Context: an optimization exercise on an open-source flow, tuned for small area and a short achievable clock period. The choices shown serve that exercise and are no tape-out recipe. In this exercise RTL edits were held to simulation tests only and were not proved equivalent to the original.

$ cat flow/design.v
module mdu (
   input  logic        clk,
   input  logic        rst_n,
   input  logic        start,
   input  logic [3:0]  opMDU,
   input  logic [31:0] SrcA,
   input  logic [31:0] SrcB,
   output logic        busy,
   output logic        stall_req,
   output logic [31:0] HI,
   output logic [31:0] LO
);
   localparam logic [3:0] OP_MULT  = 4'b0001;
   localparam logic [3:0] OP_MULTU = 4'b0010;
   localparam logic [3:0] OP_DIV   = 4'b0011;
   localparam logic [3:0] OP_DIVU  = 4'b0100;
   localparam logic [3:0] OP_MTHI  = 4'b0101;
   localparam logic [3:0] OP_MTLO  = 4'b0110;
   localparam int NN = 5;                
   logic w_isMult, w_isMultu, w_isDiv, w_isDivu, w_isMul, w_isDv, w_isMulDiv;
   assign w_isMult   = (opMDU == OP_MULT);
   assign w_isMultu  = (opMDU == OP_MULTU);
   assign w_isDiv    = (opMDU == OP_DIV);
   assign w_isDivu   = (opMDU == OP_DIVU);
   assign w_isMul    = w_isMult | w_isMultu;
   assign w_isDv     = w_isDiv | w_isDivu;
   assign w_isMulDiv = w_isMul | w_isDv;
   logic        r_busy;
   logic [3:0]  r_cnt;
   logic        r_div;       
   logic        r_done;      
   logic        r_neg0;      
   logic        r_sgn;       
   logic        r_sA;        
   logic        r_negQ;      
   logic [31:0] r_m;         
   logic [33:0] r_acc;       
   logic [32:0] r_q;         
   logic [31:0] r_hi;
   logic [31:0] r_lo;
   logic w_accept, w_done;
   assign w_accept = ~r_busy & start & w_isMulDiv;
   assign w_done   = r_done;
   logic        f_sgn;
   logic [31:0] f_m;
   assign f_sgn = r_busy ? r_sgn : (w_isMult | w_isDiv);
   assign f_m   = r_busy ? r_m   : SrcB;
   logic w_sD;                           
   logic w_sDf;                          
   assign w_sD  = r_sgn & r_m[31];
   assign w_sDf = f_sgn & f_m[31];
   logic [31:0] w_hiIn, w_hiOut, w_hiPre;
   logic        w_hiNeg;
   logic        w_negAin;
   assign w_negAin = w_isDiv & SrcA[31];
   always_comb begin
      w_hiPre[0] = 1'b0;
      for (int i = 1; i < 32; i++) w_hiPre[i] = w_hiPre[i-1] | w_hiIn[i-1];
   end
   assign w_hiOut = w_hiIn ^ ({32{w_hiNeg}} & w_hiPre);
   logic [31:0] w_ain;
   assign w_ain = w_hiOut;
   logic          w_sDin;
   logic          w_negQin;
   logic [NN-1:0] w_dl;                   
   logic [NN:1]   w_small;                
   logic [NN:1]   w_ones, w_zeros;        
   logic [NN-1:0] w_dpre;
   logic [NN-1:0] w_nq;                   
   logic [NN-1:0] w_nr;
   assign w_sDin   = w_isDiv & SrcB[31];
   assign w_negQin = w_isDiv & (SrcA[31] ^ SrcB[31]);
   assign w_ones[NN]  = &SrcB[31:NN];
   assign w_zeros[NN] = ~(|SrcB[31:NN]);
   assign w_dpre[0]   = 1'b0;
   genvar i, k;
   generate
      for (i = NN - 1; i >= 1; i--) begin : g_oz
         assign w_ones[i]  = w_ones[i+1] & SrcB[i];
         assign w_zeros[i] = w_zeros[i+1] & ~SrcB[i];
      end
      for (i = 1; i < NN; i++) begin : g_dp
         assign w_dpre[i] = w_dpre[i-1] | SrcB[i-1];
      end
      for (i = 1; i <= NN; i++) begin : g_sm
         assign w_small[i] = w_sDin ? (w_ones[i] & (w_dpre[i-1] | SrcB[i-1]))
                                    : w_zeros[i];
      end
   endgenerate
   assign w_dl = SrcB[NN-1:0] ^ ({NN{w_sDin}} & w_dpre);
   logic [NN-1:0] w_nrr [0:NN];          
   assign w_nrr[0] = '0;
   generate
      for (i = 1; i <= NN; i++) begin : g_nrow
         logic [i-1:0] t, d;
         logic [i:0]   bw;
         if (i == 1) begin : g_t1
            assign t = w_ain[31];
         end else begin : g_tn
            assign t = {w_nrr[i-1][i-2:0], w_ain[32-i]};
         end
         assign bw[0] = 1'b0;
         for (k = 0; k < i; k++) begin : g_b
            assign d[k]    = t[k] ^ w_dl[k] ^ bw[k];
            assign bw[k+1] = (~t[k] & w_dl[k]) | (~(t[k] ^ w_dl[k]) & bw[k]);
         end
         assign w_nq[NN-i] = w_small[i] & ~bw[i];
         assign w_nrr[i]   = NN'(w_nq[NN-i] ? d : t);
      end
   endgenerate
   assign w_nr = w_nrr[NN];
   logic [6:0]  w_win;                   
   assign w_win = {(w_done ? (r_sgn & r_q[5]) : r_q[6]), r_q[5:0]};
   logic [34:0] w_mxr;                   
   logic [34:0] w_mxf;                   
   assign w_mxr = {{3{w_sD}}, r_m};
   assign w_mxf = {{3{w_sDf}}, f_m};
   logic [34:0] w_x [0:3];
   logic [34:0] w_y [0:2];
   logic [34:0] w_s [0:2];
   logic [35:0] w_c [0:2];
   logic [2:0]  w_one, w_two, w_neg, w_cin;
   logic [2:0]  w_sub;                   
   logic [3:1]  w_abit;
   assign w_abit[1] = r_q[31];
   assign w_abit[2] = r_q[30];
   assign w_abit[3] = r_q[29];
   assign w_x[0] = r_busy ? {r_acc[33], r_acc} : 35'd0;
   logic [31:0] w_qfin;
   assign w_qfin = r_q[31:0];
   genvar r, j;
   generate
      for (r = 0; r < 3; r++) begin : g_row
         logic x2, x1, x0;
         logic [34:0] mx;
         if (r == 2) begin : g_in
            assign x2 = r_busy ? w_win[6] : SrcA[2];
            assign x1 = r_busy ? w_win[5] : SrcA[1];
            assign x0 = r_busy ? w_win[4] : 1'b0;
            assign mx = w_mxf;
         end else begin : g_reg
            assign x2 = w_win[2*r+2];
            assign x1 = w_win[2*r+1];
            assign x0 = w_win[2*r];
            assign mx = w_mxr;
         end
         if (r == 0) begin : g_sub0
            assign w_sub[r] = r_neg0;
         end else begin : g_subn
            assign w_sub[r] = w_c[r-1][32] ^ ~(w_x[r-1][32] ^ w_y[r-1][32] ^ w_sD);
         end
         always_comb begin
            if (!r_div) begin
               if (r_busy || (r == 2)) begin
                  w_one[r] = x1 ^ x0;
                  w_two[r] = (x2 & ~x1 & ~x0) | (~x2 & x1 & x0);
                  w_neg[r] = x2;
               end else begin
                  w_one[r] = 1'b0;
                  w_two[r] = 1'b0;
                  w_neg[r] = 1'b0;
               end
            end else if (r == 2 || !w_done) begin
               w_one[r] = 1'b1;
               w_two[r] = 1'b0;
               w_neg[r] = w_sub[r];
            end else if (r == 0) begin
               w_one[r] = 1'b0;
               w_two[r] = r_acc[33];
               w_neg[r] = w_sub[r];
            end else begin
               w_one[r] = 1'b0;
               w_two[r] = 1'b0;
               w_neg[r] = 1'b0;
            end
         end
         if (r == 1) begin : g_cin1
            assign w_cin[r] = (r_div & w_done) ? r_negQ : w_neg[r];
         end else begin : g_cinn
            assign w_cin[r] = w_neg[r];
         end
         assign w_y[r][0] = (w_one[r] & mx[0]) ^ w_neg[r];
         for (j = 1; j < 35; j++) begin : g_sel
            assign w_y[r][j] = ((w_one[r] & mx[j]) | (w_two[r] & mx[j-1])) ^ w_neg[r];
         end
         assign w_c[r][0] = w_cin[r];
         for (j = 0; j < 35; j++) begin : g_fa
            assign w_s[r][j]   = w_x[r][j] ^ w_y[r][j] ^ w_c[r][j];
            assign w_c[r][j+1] = (w_x[r][j] & w_y[r][j]) | (w_c[r][j] & (w_x[r][j] ^ w_y[r][j]));
         end
         if (r == 1) begin : g_nx_in
            for (j = 0; j < 35; j++) begin : g_nx
               if (j == 0) begin : g_b
                  assign w_x[2][j] = !r_busy ? (SrcA[0] & w_mxf[1]) :
                                     r_div ? w_abit[2] : w_s[1][2];
               end else begin : g_b
                  assign w_x[2][j] = !r_busy ? (SrcA[0] & w_mxf[(j+1 > 34) ? 34 : j+1]) :
                                     r_div ? w_s[1][j-1] : w_s[1][(j+2 > 34) ? 34 : j+2];
               end
            end
         end else if (r == 0) begin : g_nx_q
            for (j = 0; j < 35; j++) begin : g_nx
               logic qf;
               if (j < 32) begin : g_q
                  assign qf = w_qfin[j];
               end else begin : g_q0
                  assign qf = 1'b0;
               end
               if (j == 0) begin : g_b
                  assign w_x[1][j] = !r_div ? w_s[0][2] : w_done ? qf : w_abit[1];
               end else begin : g_b
                  assign w_x[1][j] = !r_div ? w_s[0][(j+2 > 34) ? 34 : j+2] :
                                     w_done ? qf : w_s[0][j-1];
               end
            end
         end else begin : g_nx_reg
            assign w_x[r+1][0] = r_div ? w_abit[r+1] : w_s[r][2];
            for (j = 1; j < 35; j++) begin : g_nx
               assign w_x[r+1][j] = r_div ? w_s[r][j-1] : w_s[r][(j+2 > 34) ? 34 : j+2];
            end
         end
      end
   endgenerate
   assign w_hiIn  = !r_busy ? SrcA : w_s[0][32:1];
   assign w_hiNeg = !r_busy ? w_negAin : (r_div & r_sA);
   logic [31:0] w_hiNext;
   assign w_hiNext = (r_busy && !r_div) ? w_s[2][32:1] : w_hiOut;
   logic [31:0] w_loIn;
   assign w_loIn = !r_busy ? SrcA : r_div ? w_s[1][31:0]
                                  : {w_s[2][0], w_s[1][1:0], w_s[0][1:0], r_q[32:6]};
   logic w_resWr;
   assign w_resWr = ~r_div | (|r_m);
   always_ff @(posedge clk or negedge rst_n) begin
      if (!rst_n) begin
         r_busy <= 1'b0;
         r_cnt  <= 4'd0;
         r_done <= 1'b0;
         r_div  <= 1'b0;
      end else begin
         r_busy <= w_accept | (r_busy & ~w_done);
         r_done <= r_busy & ~w_done & (r_cnt == 4'd1);
         r_div  <= w_accept ? w_isDv : (r_div & ~w_done);
         if (w_accept)
            r_cnt <= w_isMul ? 4'd4 : 4'd9;
         else
            r_cnt <= r_cnt - 4'd1;
      end
   end
   always_ff @(posedge clk) begin
      r_sgn  <= f_sgn;
      r_sA   <= r_busy ? r_sA : w_negAin;
      r_negQ <= r_busy ? r_negQ : w_negQin;
      r_m    <= f_m;
      r_neg0 <= r_busy ? w_c[2][32] ^ ~(w_x[2][32] ^ w_y[2][32] ^ w_sD)
                       : ~w_sDin;
      if (!r_busy && w_isDv)
         r_acc <= {{(33-NN){1'b0}}, w_nr, w_ain[31-NN]};
      else
         r_acc <= w_x[3][33:0];
      if (r_busy && !r_div)
         r_q <= {w_s[2][1:0], w_s[1][1:0], w_s[0][1:0], r_q[32:6]};
      else if (r_busy)
         r_q <= {1'b0, r_q[28:0], ~w_s[0][32] ^ r_negQ, ~w_s[1][32] ^ r_negQ,
                 ~w_s[2][32] ^ r_negQ};
      else if (!w_isDv)
         r_q <= {w_s[2][1:0], SrcA[0] & SrcB[0], w_ain[31:2]};
      else
         r_q <= {1'b0, w_ain[30-NN:0], 1'b0, w_nq ^ {NN{w_negQin}}};
   end
   always_ff @(posedge clk or negedge rst_n) begin
      if (!rst_n) begin
         r_hi <= 32'd0;
         r_lo <= 32'd0;
      end else begin
         if ((w_done && w_resWr) || (!r_busy && start && opMDU == OP_MTHI))
            r_hi <= w_hiNext;
         if ((w_done && w_resWr) || (!r_busy && start && opMDU == OP_MTLO))
            r_lo <= w_loIn;
      end
   end
   assign busy      = r_busy;
   assign stall_req = r_busy | (start & w_isMulDiv);
   assign HI        = r_hi;
   assign LO        = r_lo;
endmodule
$ cat flow/flow/run.sh
#!/bin/bash
# Layout flow: the standard ORFS flow, with
#  - synthesis: the standard script, ABC mapping for area (abc_area.script);
#  - full adders reconnected so carry chains run through CIN (fa_swap.py);
#  - port buffers of the smallest buffer cell;
#  - clock tree synthesis without dummy loads;
#  - timing repair aiming at a setup slack of SETUP_MARGIN ns rather than 0,
#    so that the layout is not left slower than it needs to be; the clock
#    period and constraints are the design's.
# Each tool's output goes to a log file of its own in this folder.
set -euo pipefail
W=$(pwd)
export FLOW_DIR=$W/flow
export FLOW_WORK=$W
ORFS=$W/orfs
R=$ORFS/results/$FLOW_PLATFORM/mdu/base
MK=(make -C "$FLOW_HOME" "DESIGN_CONFIG=$FLOW_CONFIG" "WORK_HOME=$ORFS" "CLKGATE_MAP_FILE="
    "SYNTH_SCRIPT=$W/flow/synth_area.tcl"
    "BUFFER_PORTS_ARGS=-buffer_cell sky130_fd_sc_hd__buf_1"
    "CTS_ARGS=-sink_clustering_enable -repair_clock_nets -dont_use_dummy_load"
    "SETUP_SLACK_MARGIN=${SETUP_MARGIN:-61}")
"${MK[@]}" "$R/1_2_yosys.v" > "$W/synth.log" 2>&1
python3 "$W/flow/fa_swap.py" "$R/1_2_yosys.v" > "$W/fa_swap.log" 2>&1
"${MK[@]}" finish > "$W/layout.log" 2>&1
: # left out here: write the final layout as DEF
$ cat flow/flow/abc_area.script
strash
dch -f
amap
$ cat flow/flow/fa_swap.py
#!/usr/bin/env python3
"""Reconnect each full adder so that a carry coming from another full adder
(directly or through one inverter) enters its CIN pin, the fastest input to
COUT. A, B and CIN are interchangeable in a full adder, so the logic does not
change; only which pin each net reaches."""
import re
import sys

path = sys.argv[1]
text = open(path).read()
cell_re = re.compile(r'(sky130_fd_sc_hd__fa_\d+\s+\S+\s*\()(.*?)(\);)', re.S)
pin_re = re.compile(r'\.(\w+)\(([^()]*)\)')

couts = set()
for m in cell_re.finditer(text):
    pins = dict(pin_re.findall(m.group(2)))
    couts.add(pins['COUT'].strip())
inv_re = re.compile(r'sky130_fd_sc_hd__(?:inv|clkinv)_\d+\s+\S+\s*\((.*?)\);', re.S)
carry = set(couts)
for m in inv_re.finditer(text):
    pins = dict(pin_re.findall(m.group(1)))
    if pins.get('A', '').strip() in couts:
        carry.add(pins['Y'].strip())

swapped = 0


def fix(m):
    global swapped
    body = m.group(2)
    pins = dict((k, v.strip()) for k, v in pin_re.findall(body))
    if pins['CIN'] in carry:
        return m.group(0)
    for p in ('A', 'B'):
        if pins[p] in carry:
            pins[p], pins['CIN'] = pins['CIN'], pins[p]
            swapped += 1
            new = body
            new = re.sub(r'\.%s\([^()]*\)' % p, '.%s(@@%s@@)' % (p, p), new)
            new = re.sub(r'\.CIN\([^()]*\)', '.CIN(@@CIN@@)', new)
            new = new.replace('@@%s@@' % p, pins[p]).replace('@@CIN@@', pins['CIN'])
            return m.group(1) + new + m.group(3)
    return m.group(0)


out = cell_re.sub(fix, text)
open(path, 'w').write(out)
print('full adders: %d carries: %d swapped: %d' % (len(couts), len(carry), swapped))
$ cat flow/flow/synth_area.tcl
# The standard synthesis script (synth_recipe.tcl), with ABC mapping the
# logic for area instead of delay: the clock period leaves most paths with
# plenty of slack, and placement repairs the few that need it.
proc abc {args} {
  set i [lsearch $args -script]
  set args [lreplace $args $i [expr {$i + 1}] -script $::env(FLOW_DIR)/abc_area.script]
  puts "abc (area script): $args"
  yosys abc {*}$args
}
source $::env(FLOW_WORK)/synth_recipe.tcl
$ cat flow/standard.sh
#!/bin/bash
# synth_recipe.tcl (not shown) runs the flow's synth.tcl, then flattens the netlist and writes it again
# the make line also repeats each setting of config.mk as NAME=value (left out here)
make -C /OpenROAD-flow-scripts/flow DESIGN_CONFIG=/design/flow/config.mk WORK_HOME=/design/flow/orfs CLKGATE_MAP_FILE= SYNTH_SCRIPT=/design/flow/synth_recipe.tcl "${@:-finish}"
$ cat flow/config.mk
export PLATFORM = sky130hd
export DESIGN_NAME = mdu
export DESIGN_NICKNAME = mdu
export VERILOG_FILES = /design/flow/design.v
export SDC_FILE = /design/flow/constraint.sdc
export NUM_CORES = 4
export LEC_CHECK = 0
export CAP_MARGIN = 20
export CORE_MARGIN = 2
export CORE_UTILIZATION = 50
export PLACE_DENSITY = 0.6
export SLEW_MARGIN = 20
$ cat flow/constraint.sdc
create_clock -name core_clock -period 105.0 [get_ports {clk}]
set_input_delay 21.0000 -clock core_clock [delete_from_list [all_inputs] [get_ports {clk}]]
set_output_delay 21.0000 -clock core_clock [all_outputs]
set_load 0.01 [all_outputs]
==> flow_metrics.env, run 1 <==
export IMPL_max_stage_delay_ns=0.38
export IMPL_core_um2=26800
export IMPL_grt_max_degree=72
export IMPL_io_buffers=136
export IMPL_cts_buffers=17
export IMPL_finalSetupTns_ns=0
export IMPL_grt_pass1_vias=14260
export IMPL_drive_gt1_share_pct=3.570
export IMPL_synth_edff_count=2
export IMPL_r2r_start="r_div"
export IMPL_worst_path_dominant_cell_family="buffers and inverters"
export IMPL_grt_use_total_pct=40.37
export IMPL_dpl_worst_slack_ns=61.15
export IMPL_avgSynthCellArea_um2=7.913
export IMPL_rsz0062_at_grt="false"
export IMPL_start_util_pct=50.72
export IMPL_area_growth_syn_to_layout_pct=12.74
export IMPL_path_depth=9
export IMPL_ys_types=42
export IMPL_clk_path_buf_depth=2
export IMPL_cts_tree="built"
export IMPL_drtIter0Drc=2112
export IMPL_ios=137
export IMPL_drv_cap=0
export IMPL_start_kind="input port"
export IMPL_clk_insertion_delay_late_ns=0.45
export IMPL_dp_hpwl_um=41100
export IMPL_antenna_found_initial=2
export IMPL_setup_ws_ns=61.23
export IMPL_wire_per_inst_um=25.59
export IMPL_hold_violations=0
export IMPL_yosysMostFrequentCell="nor2_1"
export IMPL_ctsHoldBuffers=0
export IMPL_slew_headroom_pct=28.63
export IMPL_drcViolationCount=0
export IMPL_fmax_mhz=22.85
export IMPL_cp_arrival_ns=22.77
export IMPL_cpMostUsedCell="buf_1"
export IMPL_crit_start="opMDU[3]"
export IMPL_slowest_stage="clkinv_1"
export IMPL_num_rows=60
export IMPL_worstSetupPathType="input port to primary output"
export IMPL_gp_congestion=0.9764
export IMPL_drt_pass1_iterations=6
export IMPL_async_flop_share_pct=40.80
export IMPL_worst_pin_slew_ns=1.069
export IMPL_endpoint="stall_req"
export IMPL_hold_path_class="flip-flop to flip-flop"
export IMPL_crit_required_ns=84.00
export IMPL_yosys_warnings=6
export IMPL_cts_root_buf="clkbuf_16"
export IMPL_worst_r2r_endpoint="r_acc[33]"
export IMPL_cts_sinks=174
export IMPL_synth_largest_area_cell="fa_1"
export IMPL_netlist_area_um2=13590
export IMPL_viasPerCell=6.766
export IMPL_cp_num_buf_inv=4
export IMPL_die_area_um2=28520
export IMPL_cts_reportedPaths_clkPinSlew_ns=0.06
export IMPL_setup_viol=0
export IMPL_min_period_over_period_pct=41.69
export IMPL_die_h_um=168.9
export IMPL_post_cts_buffers=0
export IMPL_status="complete, no violations"
export IMPL_critPathCaptureType="primary output"
export IMPL_path_max_fanout=14
export IMPL_report_final_slew_viol_count=0
export IMPL_route_vias_total=15200
export IMPL_yosys_area_top_type_share_pct=16.20
export IMPL_crit_path_cell_trace="buf_1, or2_0, nor3_1, a31oi_1, buf_4, clkinv_1, o21ai_1, nand2_1, buf_1"
export IMPL_grt_pass1_wl_um=86910
export IMPL_r2r_slack_ns=62.51
export IMPL_min_period_ns=43.77
export IMPL_synthCells=1718
export IMPL_wl_um=57470
export IMPL_synthTopCellsByArea="fa_1, dfxtp_1, dfrtp_1"
export IMPL_synth_main_ff_cell="dfxtp_1"
export IMPL_synth_cells_most_frequent="nor2_1, clkinv_1, nand2_1"
export IMPL_cts_resized=0
export IMPL_grt_ovfl_total=0
export IMPL_syn_num_nets=1909
export IMPL_ant_nets=0
export IMPL_diodes=0
export IMPL_die_x_um=168.9
export IMPL_ys_seq_area_share_pct=28.38
export IMPL_nets=2098
export IMPL_r2r_cells=146
export IMPL_htree_levels=4
export IMPL_skew_ns=0.03100
export IMPL_synth_seq_cells=174
## cell type report
class                   count  area, um^2
clock buffers              17       425.4
inverters                 219       827.0
multi-input cells        1326        9010
flip-flops and latches    174        3864
fillers                  2642       11470
well taps                 341       426.7
repair buffers            169       773.2
## cells by family after synthesis
logic type                 share of synthesized area, %
buffers and inverters                             6.047
DFF                                               28.38
xor gates and xnor gates                         0.1289
adders and majority gates                         17.12
AOI/OAI and AO/OA                                 32.14
and+or+nand+nor                                   16.18
## sequential cells by signal (all words and copies together), names as in the netlist, 4 cells and up
signal	count
r_q	33
r_acc	34
r_cnt	4
r_lo	32
r_hi	32
r_m	32
## worst min-delay path by stage
stage               startpoint        to  slack, ns  cells past startpoint
floorplan              r_q[32]   r_q[26]       0.43                      2
global placement      r_lo[29]  r_lo[29]       0.46                      2
detailed placement    r_lo[29]  r_lo[29]       0.47                      2
CTS                   r_lo[29]  r_lo[29]       0.48                      2
global route          r_lo[25]  r_lo[25]       0.52                      2
finish                r_lo[29]  r_lo[29]       0.48                      2
## through the flow
stage	instance area, um^2	utilization, %	std cells	hold slack, ns
final	15330	57.18	2246	0.4775
after global routing	15330	57.18	2246	0.5233
after CTS	15300	57.10	2245	0.4829
after detailed placement	14880	55.51	2228	0.4705
after global placement	14880	55.51	2228	0.4641
after floorplan	13620	-	1718	0.4270
## worst register-to-register path: cells and delay by family (launching register included)
kind	cells	cell delay, ns
buffers and inverters	29	4.88
adders and majority gates	96	33.30
and+or+nand+nor	6	0.49
DFF	1	0.36
AOI/OAI and AO/OA	15	3.28
## routing by layer
metal  track usage [%]  vias up  routed length, um
met1             55.80     7303              23150
met5                 0        -                  0
li1                  -     6707                  -
met3             8.160      152               6467
met4             15.44        0               2349
met2             62.60     1034              25510
## cells in the final DEF, fill, tap and decap left out, drive strengths merged, types with 3 or more instances in the layout
cell and n:
nor2 262, a21oi 106, a222oi 12, a211oi 11, or3 12, o21a 9, a22o 6, a22oi 24
nand4 14, a41oi 17, o22a 22, dfrtp 71, o32a 32, buf 168, clkinv 216, and3 9
nor2b 15, fa 110, dfxtp 101, o22ai 182, clkbuf 18, inv 3, ha 10, nand2 201
nor4 7, or4 3, a221o 3, nor3 11, o21ai 162, a31oi 11, o221a 12, o221ai 32
o32ai 5, a221oi 13
==> run 2, diff against run 1 <==
--- a/flow/design.v
+++ b/flow/design.v
@@ -126,5 +126,5 @@
    assign w_abit[2] = r_q[30];
    assign w_abit[3] = r_q[29];
-   assign w_x[0] = r_busy ? {r_acc[33], r_acc} : 35'd0;
+   assign w_x[0] = {r_acc[33], r_acc};
    logic [31:0] w_qfin;
    assign w_qfin = r_q[31:0];
@@ -152,13 +152,7 @@
          always_comb begin
             if (!r_div) begin
-               if (r_busy || (r == 2)) begin
-                  w_one[r] = x1 ^ x0;
-                  w_two[r] = (x2 & ~x1 & ~x0) | (~x2 & x1 & x0);
-                  w_neg[r] = x2;
-               end else begin
-                  w_one[r] = 1'b0;
-                  w_two[r] = 1'b0;
-                  w_neg[r] = 1'b0;
-               end
+               w_one[r] = x1 ^ x0;
+               w_two[r] = (x2 & ~x1 & ~x0) | (~x2 & x1 & x0);
+               w_neg[r] = x2;
             end else if (r == 2 || !w_done) begin
                w_one[r] = 1'b1;
--- a/flow/flow/run.sh
+++ b/flow/flow/run.sh
@@ -18,6 +18,6 @@
     "SYNTH_SCRIPT=$W/flow/synth_area.tcl"
     "BUFFER_PORTS_ARGS=-buffer_cell sky130_fd_sc_hd__buf_1"
-    "CTS_ARGS=-sink_clustering_enable -repair_clock_nets -dont_use_dummy_load"
-    "SETUP_SLACK_MARGIN=${SETUP_MARGIN:-61}")
+    "CTS_ARGS=-sink_clustering_enable -repair_clock_nets -dont_use_dummy_load -buf_list sky130_fd_sc_hd__clkbuf_8 -root_buf sky130_fd_sc_hd__clkbuf_8"
+    "SETUP_SLACK_MARGIN=${SETUP_MARGIN:-62.5}")
 "${MK[@]}" "$R/1_2_yosys.v" > "$W/synth.log" 2>&1
 python3 "$W/flow/fa_swap.py" "$R/1_2_yosys.v" > "$W/fa_swap.log" 2>&1
==> flow/flow/abc_area.script (replaced) <==
strash
dch -f
amap -m
strash
dch -f
amap -m
==> run 2 against run 1 <==
Net effect:
- sequential share of layout area grew 0.55 points
- worst hold slack gained 0.0046 ns
- routed wire length is 2.7% lower
- highest routed layer unchanged
- register-to-register slack improved by 1.7 ns
- synthesized cell count down 2.0%
- critical path depth is 1 lower
- still clean
- count of clock-buffer cells in the layout unchanged
- clock skew is 0.0048 ns higher
==> flow_metrics.env, run 2 <==
export IMPL_drcViolationCount=0
export IMPL_nets=2074
export IMPL_diodes=0
export IMPL_synth_top_family_by_area="compound AO/OA/AOI/OAI gates"
export IMPL_slew_headroom_pct=31.09
export IMPL_placed_area_um2=14650
export IMPL_min_period_over_period_pct=40.88
export IMPL_wl_um=55940
export IMPL_synth_seq_cells=174
export IMPL_drtIter0Drc=2119
export IMPL_dpl_worst_slack_ns=61.96
export IMPL_synth_compound_area_share_pct=32.64
export IMPL_clk_path_buf_depth=2
export IMPL_area_growth_syn_to_layout_pct=12.22
export IMPL_slowest_stage="or2_1"
export IMPL_design_area_um2=14990
export IMPL_die_area_um2=28040
export IMPL_synth_edff_count=2
export IMPL_cts_sinks=174
export IMPL_drt_pass1_iterations=19
export IMPL_gp_congestion=0.9118
export IMPL_synthXorXnorAreaFrac_pct=0.1311
export IMPL_status="complete, no violations"
export IMPL_hold_violations=0
export IMPL_async_flop_share_pct=40.80
export IMPL_cts_buffers=17
export IMPL_final_common_cell="nor2_1"
export IMPL_die_x_um=167.5
export IMPL_worstSetupPathType="input port to primary output"
export IMPL_rsz0062_at_grt="true"
export IMPL_cts_root_buf="clkbuf_8"
export IMPL_route_vias_total=14770
export IMPL_grt_max_degree=76
export IMPL_largest_reg_flops=34
export IMPL_synth_cells_most_frequent="nor2_1, clkinv_1, o22ai_1"
export IMPL_max_stage_delay_ns=0.25
export IMPL_skew_ns=0.03578
export IMPL_critPathCaptureType="primary output"
export IMPL_avgSynthCellArea_um2=7.937
export IMPL_grt_ovfl_total=0
export IMPL_clk_insertion_delay_late_ns=0.49
export IMPL_yosysMostFrequentCell="nor2_1"
export IMPL_crit_path_cell_trace="buf_1, or2_1, nor2_2, nand2_2, o31ai_4, o21ai_2, nand2_1, buf_2"
export IMPL_crit_required_ns=84.00
export IMPL_wire_per_inst_um=25.24
export IMPL_finalSetupTns_ns=0
export IMPL_syn_num_nets=1874
export IMPL_htree_levels=4
export IMPL_setup_ws_ns=62.08
export IMPL_drv_cap=0
export IMPL_cts_reportedPaths_clkPinSlew_ns=0.07
export IMPL_ios=137
export IMPL_grt_pass1_vias=13740
export IMPL_synthCells=1683
export IMPL_grt_use_total_pct=39.47
export IMPL_grt_pass1_wl_um=83880
export IMPL_core_um2=26130
export IMPL_synth_adder_area_share_pct=17.42
export IMPL_top_regs="r_acc x34, r_q x33"
export IMPL_yosys_area_top_type_share_pct=16.49
export IMPL_cp_arrival_ns=21.92
export IMPL_yosys_warnings=6
export IMPL_start_kind="input port"
export IMPL_antenna_found_initial=0
export IMPL_min_period_ns=42.92
export IMPL_ant_nets=0
export IMPL_synth_largest_area_cell="fa_1"
export IMPL_drive_gt1_share_pct=4.838
export IMPL_hold_path_class="flip-flop to flip-flop"
export IMPL_ys_types=48
export IMPL_largest_register="r_acc"
export IMPL_ys_seq_area_share_pct=28.89
export IMPL_cts_tree="built"
export IMPL_dp_hpwl_um=39760
export IMPL_setup_viol=0
export IMPL_synth_area_mux_share_pct=0.07493
export IMPL_fmax_mhz=23.30
export IMPL_path_max_fanout=2
export IMPL_yosys_area_share_simple_pct=15.45
export IMPL_mostFrequentLayoutCells="nor2_1, o22ai_1, clkinv_1"
export IMPL_start_util_pct=51.12
export IMPL_netlist_area_um2=13360
export IMPL_synth_main_ff_cell="dfxtp_1"
export IMPL_io_buffers=136
export IMPL_num_rows=59
export IMPL_worst_pin_slew_ns=1.033
export IMPL_final_core_util_pct=57.36
export IMPL_report_final_slew_viol_count=0
export IMPL_holdWs_ns=0.4821
export IMPL_viasPerCell=6.667
export IMPL_die_h_um=167.5
export IMPL_synthTopCellsByArea="fa_1, dfxtp_1, dfrtp_1"
-- run 2: changes by cell type after synthesis, moves of 15 or more --
cell and change:
a21oi_1 +29, a22o_1 +15, clkinv_1 -27, nand2_1 -20, nor2_1 -28, o21ai_0 +16, o32a_1 -21
-- run 2: repair_timing --
action                     in CTS  in global routing
resized for setup               5                  6
pin swaps                       4                  4
hold buffers                    0                  0
setup buffers                   5                  3
setup endpoints to repair       1                  8
gates cloned                    0                  2
-- run 2: kinds of logic (layout without fill, tap and decap cells) --
| logic type | Yosys count | in the layout |
|---|---|---|
| adders and majority gates | 120 | 120 |
| muxes | 1 | 1 |
| xor gates and xnor gates | 2 | 2 |
| DFF | 174 | 174 |
| and+or+nand+nor | 500 | 500 |
| buffers and inverters | 192 | 389 |
| AOI/OAI and AO/OA | 694 | 695 |
-- run 2: final cells by class --
cell class              instances  area (um^2)
multi-input cells            1318         8897
fillers                      2526        11140
inverters                     192        730.7
repair buffers                179        843.3
clock buffers                  17        234.0
repair inverters                1        5.005
well taps                     335        419.2
flip-flops and latches        174         3861
-- run 2: worst max-delay path, delay by kind of cell --
kind | cells | cell delay [ns]
compound gates | 2 | 0.16
simple gates | 4 | 0.56
buf+inv | 2 | 0.19
-- run 2: worst paths after layout --
| check | endpoint | slack, ns | depth (start not counted) | from |
|---|---|---|---|---|
| max | stall_req | 62.08 | 8 | opMDU[3] |
| min | r_hi[31] | 0.48 | 2 | r_hi[31] |
| max reg2reg | r_q[0] | 64.17 | 136 | r_div |
| min reg2reg | r_hi[31] | 0.48 | 2 | r_hi[31] |
| max in group asynchronous | r_busy | 83.82 | 2 | rst_n |
| min in group asynchronous | r_hi[4] | 20.66 | 2 | rst_n |
-- run 2: per-stage QoR --
| stage | instances |
|---|---|
| 2_1_floorplan | 1683 |
| 3_3_place_gp | 2189 |
| 3_5_place_dp | 2189 |
| 4_1_cts | 2211 |
| 5_1_grt | 2216 |
| 6_report | 2216 |
-- run 2: routing by layer --
metal / up-vias / global-route usage, % / part of all wire, %
li1: 6573 / - / -
met1: 6979 / 54.99 / 40
met2: 1039 / 61.30 / 44
met3: 182 / 7.894 / 12
met4: 0 / 14.25 / 4.0
met5: - / 0 / 0
==> run 3, diff against run 2 <==
==> flow/flow/run.sh (replaced) <==
#!/bin/bash
# Layout flow for mdu: the standard ORFS flow, changed only in how the
# layout is made:
#  - synthesis is the standard script (synth_recipe.tcl) with ABC mapping the
#    logic for area (abc_area.script) instead of delay; the registers are
#    the standard synthesis's;
#  - full adders are reconnected so that carry chains enter CIN, their
#    fastest input (fa_swap.py; A, B and CIN are interchangeable);
#  - port buffers use the smallest buffer cell;
#  - the clock tree uses clkbuf_8 buffers and no dummy loads;
set -euo pipefail
W=$(pwd)
export FLOW_DIR=$W/flow
export FLOW_WORK=$W
ORFS=$W/orfs
R=$ORFS/results/$FLOW_PLATFORM/mdu/base
MK=(make -C "$FLOW_HOME" "DESIGN_CONFIG=$FLOW_CONFIG" "WORK_HOME=$ORFS" "CLKGATE_MAP_FILE="
    "SYNTH_SCRIPT=$W/flow/synth_area.tcl"
    "BUFFER_PORTS_ARGS=-buffer_cell sky130_fd_sc_hd__buf_1"
    "CTS_ARGS=-sink_clustering_enable -repair_clock_nets -dont_use_dummy_load -buf_list sky130_fd_sc_hd__clkbuf_8 -root_buf sky130_fd_sc_hd__clkbuf_8"
    "SETUP_SLACK_MARGIN=62.5")
"${MK[@]}" "$R/1_2_yosys.v" > "$W/yosys.log" 2>&1
python3 "$W/flow/fa_swap.py" "$R/1_2_yosys.v" > "$W/fa_swap.log" 2>&1
for step in synth floorplan place cts route finish; do
  "${MK[@]}" "$step" > "$W/$step.log" 2>&1
done
: # left out here: write the final layout as DEF
==> run 3 against run 2 <==
Net effect:
- register-to-register slack is essentially flat
- area after synthesis did not move
- critical path depth stayed put
- global-route usage stayed put
- design area unchanged
- sequential share of layout area unchanged
==> flow_metrics.env, run 3 <==
export IMPL_status="complete, no violations"
export IMPL_placed_area_um2=14650
export IMPL_yosysMostFrequentCell="nor2_1"
export IMPL_io_buffers=136
export IMPL_ys_types=48
export IMPL_ys_seq_area_share_pct=28.89
export IMPL_finalSetupTns_ns=0
export IMPL_ant_nets=0
export IMPL_rsz0062_at_grt="true"
export IMPL_min_period_over_period_pct=40.88
export IMPL_hold_start="r_hi[31]"
export IMPL_avgSynthCellArea_um2=7.937
export IMPL_cts_root_buf="clkbuf_8"
export IMPL_core_um2=26130
export IMPL_hold_violations=0
export IMPL_diodes=0
export IMPL_synth_largest_area_cell="fa_1"
export IMPL_synth_seq_cells=174
export IMPL_die_x_um=167.5
export IMPL_die_area_um2=28040
export IMPL_worst_pin_slew_ns=1.033
export IMPL_mostFrequentLayoutCells="nor2_1, o22ai_1, clkinv_1"
export IMPL_cts_tree="built"
export IMPL_largest_register="r_acc"
export IMPL_worstSetupPathType="input port to primary output"
export IMPL_drt_pass1_iterations=19
export IMPL_synth_edff_count=2
export IMPL_clk_path_buf_depth=2
export IMPL_synth_main_ff_cell="dfxtp_1"
export IMPL_drive_gt1_share_pct=4.838
export IMPL_crit_start="opMDU[3]"
export IMPL_nets=2074
export IMPL_hold_path_class="flip-flop to flip-flop"
export IMPL_crit_path_cell_trace="buf_1, or2_1, nor2_2, nand2_2, o31ai_4, o21ai_2, nand2_1, buf_2"
export IMPL_clk_insertion_delay_late_ns=0.49
export IMPL_drtIter0Drc=2119
export IMPL_gp_congestion=0.9118
export IMPL_final_common_cell="nor2_1"
export IMPL_grt_max_degree=76
export IMPL_cts_reportedPaths_clkPinSlew_ns=0.07
export IMPL_crit_required_ns=84.00
export IMPL_syn_num_nets=1874
export IMPL_grt_ovfl_total=0
export IMPL_start_kind="input port"
export IMPL_path_max_fanout=2
export IMPL_synthTopCellsByArea="fa_1, dfxtp_1, dfrtp_1"
export IMPL_grt_pass1_wl_um=83880
export IMPL_route_vias_total=14770
export IMPL_viasPerCell=6.667
export IMPL_cp_arrival_ns=21.92
export IMPL_area_growth_syn_to_layout_pct=12.22
export IMPL_skew_ns=0.03578
export IMPL_slowest_stage="or2_1"
export IMPL_design_area_um2=14990
export IMPL_top_regs="r_acc x34, r_q x33"
export IMPL_start_util_pct=51.12
export IMPL_setup_ws_ns=62.08
export IMPL_largest_reg_flops=34
export IMPL_drcViolationCount=0
export IMPL_ios=137
export IMPL_cts_buffers=17
export IMPL_grt_pass1_vias=13740
export IMPL_htree_levels=4
export IMPL_wire_per_inst_um=25.24
export IMPL_antenna_found_initial=0
export IMPL_cts_sinks=174
export IMPL_wl_um=55940
export IMPL_final_core_util_pct=57.36
export IMPL_grt_use_total_pct=39.47
export IMPL_slew_headroom_pct=31.09
export IMPL_num_rows=59
export IMPL_min_period_ns=42.92
export IMPL_die_h_um=167.5
export IMPL_netlist_area_um2=13360
export IMPL_dpl_worst_slack_ns=61.96
export IMPL_synthCells=1683
export IMPL_yosys_warnings=6
export IMPL_max_stage_delay_ns=0.25
export IMPL_critPathCaptureType="primary output"
export IMPL_fmax_mhz=23.30
export IMPL_drv_cap=0
export IMPL_dp_hpwl_um=39760
export IMPL_yosys_area_top_type_share_pct=16.49
export IMPL_report_final_slew_viol_count=0
export IMPL_async_flop_share_pct=40.80
export IMPL_synth_cells_most_frequent="nor2_1, clkinv_1, o22ai_1"
export IMPL_setup_viol=0
export IMPL_r2r_start="r_div"
[run 3: worst paths after layout]
kind / to / slack, ns / depth (start not counted)
worst max-delay path: stall_req / 62.08 / 8
worst min-delay path: r_hi[31] / 0.48 / 2
worst max register to register: r_q[0] / 64.17 / 136
worst min register to register: r_hi[31] / 0.48 / 2
max in group asynchronous: r_busy / 83.82 / 2
min in group asynchronous: r_hi[4] / 20.66 / 2
[run 3: cell type report]
class                   instances  area [um^2]
flip-flops and latches        174         3861
clock buffers                  17        234.0
multi-input cells            1318         8897
inverters                     192        730.7
fillers                      2526        11140
repair buffers                179        843.3
well taps                     335        419.2
repair inverters                1        5.005
[run 3: timing repair]
action	CTS	global route
resized for setup	5	6
gates cloned	0	2
hold buffers	0	0
pin swaps	4	4
setup endpoints to repair	1	8
setup buffers	5	3
[run 3: kinds of logic after synthesis]
kind of cell	share of synthesized area, %
buffers and inverters	5.395
adder cells (fa/ha/maj)	17.42
AO/OA/AOI/OAI	32.64
AND/OR/NAND/NOR	15.45
multiplexers	0.07494
flip-flops	28.89
XOR/XNOR	0.1312
[run 3: metal layers]
layer / GRT usage, % / part of all wire, %
met5: 0 / 0
met3: 7.894 / 12
met1: 54.99 / 40
met2: 61.30 / 44
met4: 14.25 / 4.0
[run 3: worst max-delay path, delay by kind of cell]
kind | cells | cell delay, ns
AOI/OAI and AO/OA | 2 | 0.16
buffers and inverters | 2 | 0.19
and+or+nand+nor | 4 | 0.56
[run 3: metrics by stage]
step,hold WS [ns],cells
global route,0.5211,2216
floorplan,0.4469,1683
global placement,0.4605,2189
CTS,0.4854,2211
finish,0.4821,2216
detailed placement,0.4679,2189

## what the ideal ports hide
Ports are ideal in the flow. The routed layouts listed here were re-timed in OpenROAD.
Step 1, drivers: a clkbuf_16 drives clk and a buf_2 each remaining input, both assumed.
Step 2 moves the port delays by t, midway between the first and last clock arrival at a register: inputs arrive t later, outputs are due t later. That takes back most of the time a late clock gives input paths.
a / b / c = ideal / step 1 / step 2; a / b = the first two.
run	shift t [ns]	setup WS [ns]	worst setup path at the end	worst data-port slew with drivers (ns)
run 1	0.484	61.228 / 61.205 / 61.205	input to output	0.04
run 2	0.518	62.078 / 62.056 / 62.056	input to output	0.04
run 3	0.518	62.078 / 62.056 / 62.056	input to output	0.04
After both steps every run listed still meets setup and hold. The setup slack of run 1, which loses most, moves by -0.023 ns with the drivers and by -0.023 ns with both steps.
